What follows belongs to an exercise in optimizing a design on an open flow for small area, a short achievable clock period and few clock cycles; a production flow would make more cautious choices.
No run shown here included a check of the RTL's function; only the layout flow was run.

==> flow/design.v (outline; a module is shown in full before it is edited, if it fits) <==
// module ast_tensor_stream_sv: 1725 lines
module ast_tensor_stream_sv #(
   parameter int DATAWIDTH = 14,
   parameter int SIZE      = 4,
   parameter int ACCWIDTH  = 2*DATAWIDTH+$clog2(SIZE)
) (
   input  logic                   clk,
   input  logic                   reset_n,
   input  logic                   cfg_valid,
   input  logic [$clog2(SIZE):0]  cfg_q,
   input  logic [$clog2(SIZE):0]  cfg_r,
   input  logic [$clog2(SIZE):0]  cfg_k,
   input  logic                   in_valid,
   output logic                   in_ready,
   input  logic                   in_set,
   input  logic [DATAWIDTH-1:0]   in_data,
   input  logic                   start,
   input  logic                   keep_b,
   input  logic                   relu,
   output logic                   out_valid,
   input  logic                   out_ready,
   output logic [DATAWIDTH-1:0]   out_data,
   output logic                   out_last,
   output logic                   busy,
   output logic                   done,
   output logic                   err
);
  // ...
==> flow/flow/run.sh <==
#!/bin/bash
# Standard layout, with timing repair aiming further below the clock period.
set -e
export SETUP_SLACK_MARGIN=5.6
bash standard.sh > standard.log 2>&1
==> flow/standard.sh <==
#!/bin/bash
# synth_recipe.tcl (not shown) runs the flow's synth.tcl, then flattens the netlist and writes it again
# the make line also repeats each setting of config.mk as NAME=value (left out here)
make -C /OpenROAD-flow-scripts/flow DESIGN_CONFIG=/design/flow/config.mk WORK_HOME=/design/flow/orfs CLKGATE_MAP_FILE= SYNTH_SCRIPT=/design/flow/synth_recipe.tcl "${@:-finish}"
==> flow/config.mk <==
export PLATFORM = sky130hd
export DESIGN_NAME = ast_tensor_stream_sv
export DESIGN_NICKNAME = ast_tensor_stream_sv
export VERILOG_FILES = /design/flow/design.v
export SDC_FILE = /design/flow/constraint.sdc
export NUM_CORES = 4
export LEC_CHECK = 0
export ABC_CLOCK_PERIOD_IN_PS = 5000
export CAP_MARGIN = 20
export CORE_MARGIN = 2
export CORE_UTILIZATION = 50
export CTS_CLUSTER_DIAMETER = 80
export CTS_CLUSTER_SIZE = 24
export SLEW_MARGIN = 20
==> flow/constraint.sdc <==
create_clock -name core_clock -period 10.0 [get_ports {clk}]
set_input_delay 2.0000 -clock core_clock [delete_from_list [all_inputs] [get_ports {clk}]]
set_output_delay 2.0000 -clock core_clock [all_outputs]
set_load 0.01 [all_outputs]
==> impl_metrics.sql, run 1 <==
INSERT INTO impl_metrics (metric_group, metric, value, unit) VALUES
('run_status', 'outcome', 'complete, no violations', ''),
('detailed_routing', 'highest-signal-layer', 'met5', ''),
('detailed_routing', 'wl_per_cell', '28.1', 'um'),
('grt', 'global_route.overflow_total', '0', ''),
('grt', 'grt_max_degree', '59', ''),
('logic_synthesis', 'fraction_of_registers_with_async_set_or_reset_after_synthesis', '0.0438', ''),
('placement', 'place_hpwl', '110', 'mm'),
('hold_path', 'worst_hold_startpoint', 's0_v$_DFF_PN0_', ''),
('detailed_routing', 'avgViaCountPerCell', '6.21', ''),
('detailed_routing', 'drc', '0', ''),
('floorplanning', 'top_level_ports', '52', ''),
('placement', 'io_buffer_count', '51', ''),
('worst_setup_path', 'timing.rr.end', 'ps[2][16]$_DFF_P_', ''),
('final_layout', 'register_area', '0.0203', 'mm^2'),
('hold_path', 'holdPathStages', '1', ''),
('clocking', 'worst_skew_pair.late_latency', '670', 'ps'),
('logic_synthesis', 'yosys_warnings', '14', ''),
('worst_setup_path', 'regToRegStartpoint', 'ta[3][13]$_SDFF_PN0_', ''),
('placement', 'globalplace.congestion', '0.983', ''),
('final_layout', 'n_all_buffers', '195', ''),
('logic_synthesis', 'synth-edff-count', '481', ''),
('worst_setup_path', 'critical_path_cell_count', '3', ''),
('final_layout', 'areaGrowthSynthToFinish', '8.89', '%'),
('timing', 'timing.slew.headroom', '0.194', ''),
('worst_setup_path', 'setup.reg_to_reg.worst_slack', '5630', 'ps'),
('logic_synthesis', 'synth_adder_area_share', '0.206', ''),
('logic_synthesis', 'list_of_most_frequent_post_synthesis_cells', '481 x sky130_fd_sc_hd__edfxtp_1, 408 x sky130_fd_sc_hd__inv_1, 402 x sky130_fd_sc_hd__fa_1, 377 x sky130_fd_sc_hd__a22oi_1, 257 x sky130_fd_sc_hd__xor2_1', ''),
('final_layout', 'dominant-cell-class', 'multi-input combinational cells', ''),
('final_layout', 'clkCellAreaFrac', '0.0257', ''),
('detailed_routing', 'drt_pass1_iterations', '9', ''),
('logic_synthesis', 'syn_area_per_cell', '11.7', 'um^2'),
('worst_setup_path', 'path_max_fanout', '2', ''),
('final_layout', 'multi_input_area_share', '0.501', ''),
('final_layout', 'layout.sequential_cells', '753', ''),
('worst_setup_path', 'endpoint_kind', 'output pin', ''),
('final_layout', 'layout.nonclk_buf_frac', '0.0329', ''),
('final_layout', 'final_cell_area', '0.0534', 'mm^2');
==> inputs of run 2 (changes only) <==
--- a/flow/config.mk
+++ b/flow/config.mk
@@ -13,2 +13,3 @@
 export CTS_CLUSTER_SIZE = 24
+export PLACE_DENSITY = 0.75
 export SLEW_MARGIN = 20
==> run 2 against run 1 <==
Largest cell class unchanged. Die area did not move. Global-route usage is 1.3 points lower. Synthesized area stayed put. Utilization fell by 0.23 points. Critical path depth did not move. Sequential share of layout area grew 0.23 points.
==> impl_metrics.sql, run 2 <==
INSERT INTO impl_metrics (metric_group, metric, value, unit) VALUES
('final_layout', 'mostFrequentLayoutCells', '481 x sky130_fd_sc_hd__edfxtp_1, 402 x sky130_fd_sc_hd__inv_1, 392 x sky130_fd_sc_hd__fa_1, 374 x sky130_fd_sc_hd__a22oi_1, 256 x sky130_fd_sc_hd__xor2_1', ''),
('worst_setup_path', 'crit_buf_inv', '2', ''),
('placement', 'place_hpwl', '105', 'mm'),
('timing', 'fmax', '221', 'MHz'),
('worst_setup_path', 'peak_per_stage_delay_on_the_critical_path', '300', 'ps'),
('final_layout', 'antennaDiodeCount', '0', ''),
('worst_setup_path', 'cpMaxStageDelayCell', 'sky130_fd_sc_hd__mux2_4', ''),
('logic_synthesis', 'fraction_of_registers_with_async_set_or_reset_after_synthesis', '0.0438', ''),
('final_layout', 'areaGrowthSynthToFinish', '8.43', '%'),
('detailed_routing', 'drt_pass1_iterations', '8', ''),
('logic_synthesis', 'list_of_most_frequent_post_synthesis_cells', '481 x sky130_fd_sc_hd__edfxtp_1, 408 x sky130_fd_sc_hd__inv_1, 402 x sky130_fd_sc_hd__fa_1, 377 x sky130_fd_sc_hd__a22oi_1, 257 x sky130_fd_sc_hd__xor2_1', ''),
('floorplanning', 'placement_rows', '114', ''),
('clocking', 'root_buffer', 'sky130_fd_sc_hd__clkbuf_16', ''),
('timing', 'maxSlewViolCount', '0', ''),
('grt', 'gr-usage-all-layers', '0.295', ''),
('clocking', 'clock_tree.htree_level_count', '2', ''),
('final_layout', 'layout.cells.most_common', 'sky130_fd_sc_hd__edfxtp_1', ''),
('grt', 'first_global_vias', '34779', ''),
('grt', 'grt_pass1_wl', '221', 'mm'),
('worst_setup_path', 'endpoint_kind', 'output pin', ''),
('worst_setup_path', 'timing.critical_path.from_type', 'input port', ''),
('clocking', 'clkTransAtPathRegs', '100', 'ps'),
('logic_synthesis', 'yosysMostFrequentCell', 'sky130_fd_sc_hd__edfxtp_1', ''),
('logic_synthesis', 'netlist_area', '0.0490', 'mm^2'),
('clocking', 'cts_sinks', '753', ''),
('logic_synthesis', 'synth-edff-count', '481', ''),
('logic_synthesis', 'yosys_register_bits', '753', ''),
('timing', 'rsz0062_at_grt', 'yes', ''),
('worst_setup_path', 'path_max_fanout', '2', ''),
('timing', 'max_slew.worst_pin.slew', '1060', 'ps'),
('placement', 'placed_cell_area', '0.0508', 'mm^2'),
('timing', 'finalHoldWorstSlack', '464', 'ps'),
('hold_path', 'holdPathStages', '1', ''),
('final_layout', 'fraction_of_layout_instances_using_a_drive_strength_above_1', '0.121', ''),
('logic_synthesis', 'postSynthCellCount', '4183', ''),
('final_layout', 'layout.nets', '4731', ''),
('logic_synthesis', 'synthesis.nets', '4781', ''),
('grt', 'grt_antenna_before_repair', '1', ''),
('timing', 'fin_tns_setup', '0', 'ps'),
('timing', 'timing.final.crit_share', '0.452', ''),
('grt', 'grt-busiest-layer', 'met2', ''),
('logic_synthesis', 'seq_area_frac_synth', '0.409', ''),
('timing', 'timing.slew.headroom', '0.290', ''),
('logic_synthesis', 'syn_area_per_cell', '11.7', 'um^2'),
('floorplanning', 'initial_utilization', '0.506', ''),
('grt', 'grtUsageMet3', '0.0794', ''),
('placement', 'globalplace.congestion', '1.01', ''),
('run_status', 'outcome', 'complete, no violations', ''),
('logic_synthesis', 'yosys.cell_types.count', '81', ''),
('final_layout', 'final-instance-count-excl-fill', '5442', ''),
('logic_synthesis', 'synth_top_area_share', '0.295', ''),
('detailed_routing', 'overall_via_count_from_detail_route', '34580', ''),
('placement', 'placed_cells_incl_taps', '5324', ''),
('floorplanning', 'top_level_ports', '52', ''),
('clocking', 'cts-root-to-sink-buffers', '3', ''),
('flow_run', 'max-cap-violations', '0', ''),
('floorplanning', 'dieArea', '0.101', 'mm^2'),
('logic_synthesis', 'synth_flop_cell', 'sky130_fd_sc_hd__edfxtp_1', ''),
('worst_setup_path', 'timing.critical_path.required', '8000', 'ps'),
('detailed_routing', 'wl_per_cell', '27.2', 'um'),
('detailed_routing', 'wirelength', '148', 'mm'),
('worst_setup_path', 'worst_path_dominant_cell_family', 'multiplexers', ''),
('clocking', 'worst_skew_pair.late_latency', '660', 'ps'),
('timing', 'post-route-min-period', '4520', 'ps'),
('detailed_routing', 'starting_drt_drc_count', '5149', ''),
('grt', 'grt.met1_usage', '0.388', ''),
('placement', 'io_buffer_count', '51', ''),
('grt', 'grt_util_met2', '0.461', ''),
('logic_synthesis', 'yosys_warnings', '14', ''),
('hold_path', 'hp-class', 'register to register', ''),
('grt', 'global_route.overflow_total', '0', ''),
('detailed_routing', 'avgViaCountPerCell', '6.35', ''),
('logic_synthesis', 'post-synth-top-area-cell', 'sky130_fd_sc_hd__edfxtp_1', ''),
('grt', 'grt_max_degree', '59', ''),
('timing', 'setup-violations-final', '0', ''),
('clocking', 'tritoncts', 'yes', ''),
('detailed_routing', 'drc', '0', ''),
('clocking', 'post_cts_hold_buffer_count', '0', ''),
('logic_synthesis', 'synth_top_cells_by_area', 'sky130_fd_sc_hd__edfxtp_1 29%, sky130_fd_sc_hd__fa_1 16%, sky130_fd_sc_hd__dfxtp_1 9.8%', ''),
('final_layout', 'final.fill_count', '7995', ''),
('worst_setup_path', 'timing.critical_path.cells', 'buf_12, mux2_4, buf_6', ''),
('worst_setup_path', 'critical_path_cell_count', '3', ''),
('floorplanning', 'fp.dieH', '317', 'um'),
('clocking', 'cts_made_buffers', '42', ''),
('detailed_routing', 'route.antenna.remaining_nets', '0', ''),
('worst_setup_path', 'worstRegToRegCells', '16', ''),
('timing', 'final-hold-violation-count', '0', ''),
('worst_setup_path', 'arrival', '2520', 'ps'),
('timing', 'skew_final', '30.8', 'ps'),
('floorplanning', 'fp.dieW', '317', 'um'),
('final_layout', 'final_cell_area', '0.0531', 'mm^2'),
('floorplanning', 'design.core.area', '0.0969', 'mm^2'),
('worst_setup_path', 'critical_path_class', 'input port to output pin', '');
-- run 2: cell counts after synthesis --
No cell type changed its count.
-- run 2: final timing paths --
path	startpoint	to	slack, ps
max	in_set	in_ready	5480
min	s0_v$_DFF_PN0_	s1_v$_DFF_PN0_	460
max reg2reg	r_r[2]$_DFFE_PN0P_	register	5670
min reg2reg	s0_v$_DFF_PN0_	s1_v$_DFF_PN0_	460
max in group asynchronous	reset_n	k_r[0]$_DFFE_PN0P_	7890
min in group asynchronous	reset_n	r_r[2]$_DFFE_PN0P_	1740
-- run 2: cell families (layout without fill, tap and decap cells) --
logic type	Yosys count	count (layout)	share of synthesized area
adder cells (fa/ha/maj)	566	566	0.206
XOR/XNOR	495	495	0.0888
buffers and inverters	686	668	0.0530
flip-flops	753	753	0.409
multiplexers	139	139	0.0534
AO/OA/AOI/OAI	887	887	0.125
AND/OR/NAND/NOR	657	658	0.0641
-- run 2: worst reg2reg max path, cell delays in order, from the launching register on --
cell                         delay [ps]
sky130_fd_sc_hd__dfrtp_2            440
sky130_fd_sc_hd__clkinvlp_4         110
sky130_fd_sc_hd__nor2_4              40
sky130_fd_sc_hd__fa_1               510
sky130_fd_sc_hd__ha_2               210
sky130_fd_sc_hd__fa_2               570
sky130_fd_sc_hd__inv_1               70
sky130_fd_sc_hd__ha_1               310
sky130_fd_sc_hd__nand4_1            140
sky130_fd_sc_hd__nor3b_2            260
sky130_fd_sc_hd__nor4bb_4           290
sky130_fd_sc_hd__o21ai_4            120
sky130_fd_sc_hd__o22ai_4            270
sky130_fd_sc_hd__mux2_4             340
sky130_fd_sc_hd__a21oi_4            170
sky130_fd_sc_hd__o21ai_2             80
sky130_fd_sc_hd__mux2_2             270
-- run 2: routing by layer --
layer,share of wire,vias up,wire length [um]
li1,-,14604,-
met3,0.13,513,18800
met1,0.37,17113,55100
met2,0.45,2350,67000
met5,0,-,0
met4,0.049,0,7330
-- run 2: metrics by stage --
stage               setup slack (ps)  utilization
global placement                4370        0.524
CTS                             5480        0.543
finish                          5480        0.549
global route                    5470        0.549
floorplan                       5450            -
detailed placement              4370        0.524
-- run 2: final cells by class --
| cell class | count | area, um^2 | area share |
|---|---|---|---|
| Clock buffer | 60 | 1140 | 0.0214 |
| Inverter | 415 | 1580 | 0.0297 |
| Multi-Input combinational cell | 2745 | 26700 | 0.502 |
| Sequential cell | 753 | 20300 | 0.383 |
| Timing Repair Buffer | 176 | 1560 | 0.0293 |
| Clock inverter | 17 | 268 | 0.00504 |
| Tap cell | 1276 | 1600 | 0.0300 |
-- run 2: timing repair --
item | CTS | global route
gates resized for setup | 169 | 123
hold endpoints to repair | 0 | 0
buffers inserted | 15 | 25
gates cloned | 0 | 1
setup endpoints to repair | 80 | 70
pin swaps | 5 | 10

-- static timing again, ports no longer ideal --
In the flow no input, the clock included, has a driving cell. The finished layouts below were timed again as built, in two steps. Step 1 sets driving cells, clkbuf_16 on the clock port and buf_2 on the other inputs (assumed; they add their load-dependent delay and slew). Step 2, shift: input delay + t, output delay - t, t = (earliest + latest rising clock arrival at the registers) / 2. This alone moves slack from input paths to output paths. Slacks: no drivers / after step 1 / after step 2; pairs: no drivers / after step 1.
run	t, ns	setup WS [ns]	worst register clock-pin slew, ns	worst slew at a driven data input, ns	cell pins on the clock port's net
run 1	0.726	5.478 / 5.431 / 5.059	0.11 / 0.11	0.06	1
run 2	0.711	5.478 / 5.431 / 5.106	0.10 / 0.10	0.06	1
After both steps setup and hold are still met in every run listed. The setup slack of run 1, which loses most, moves by -0.047 ns with the drivers and by -0.419 ns with both steps.
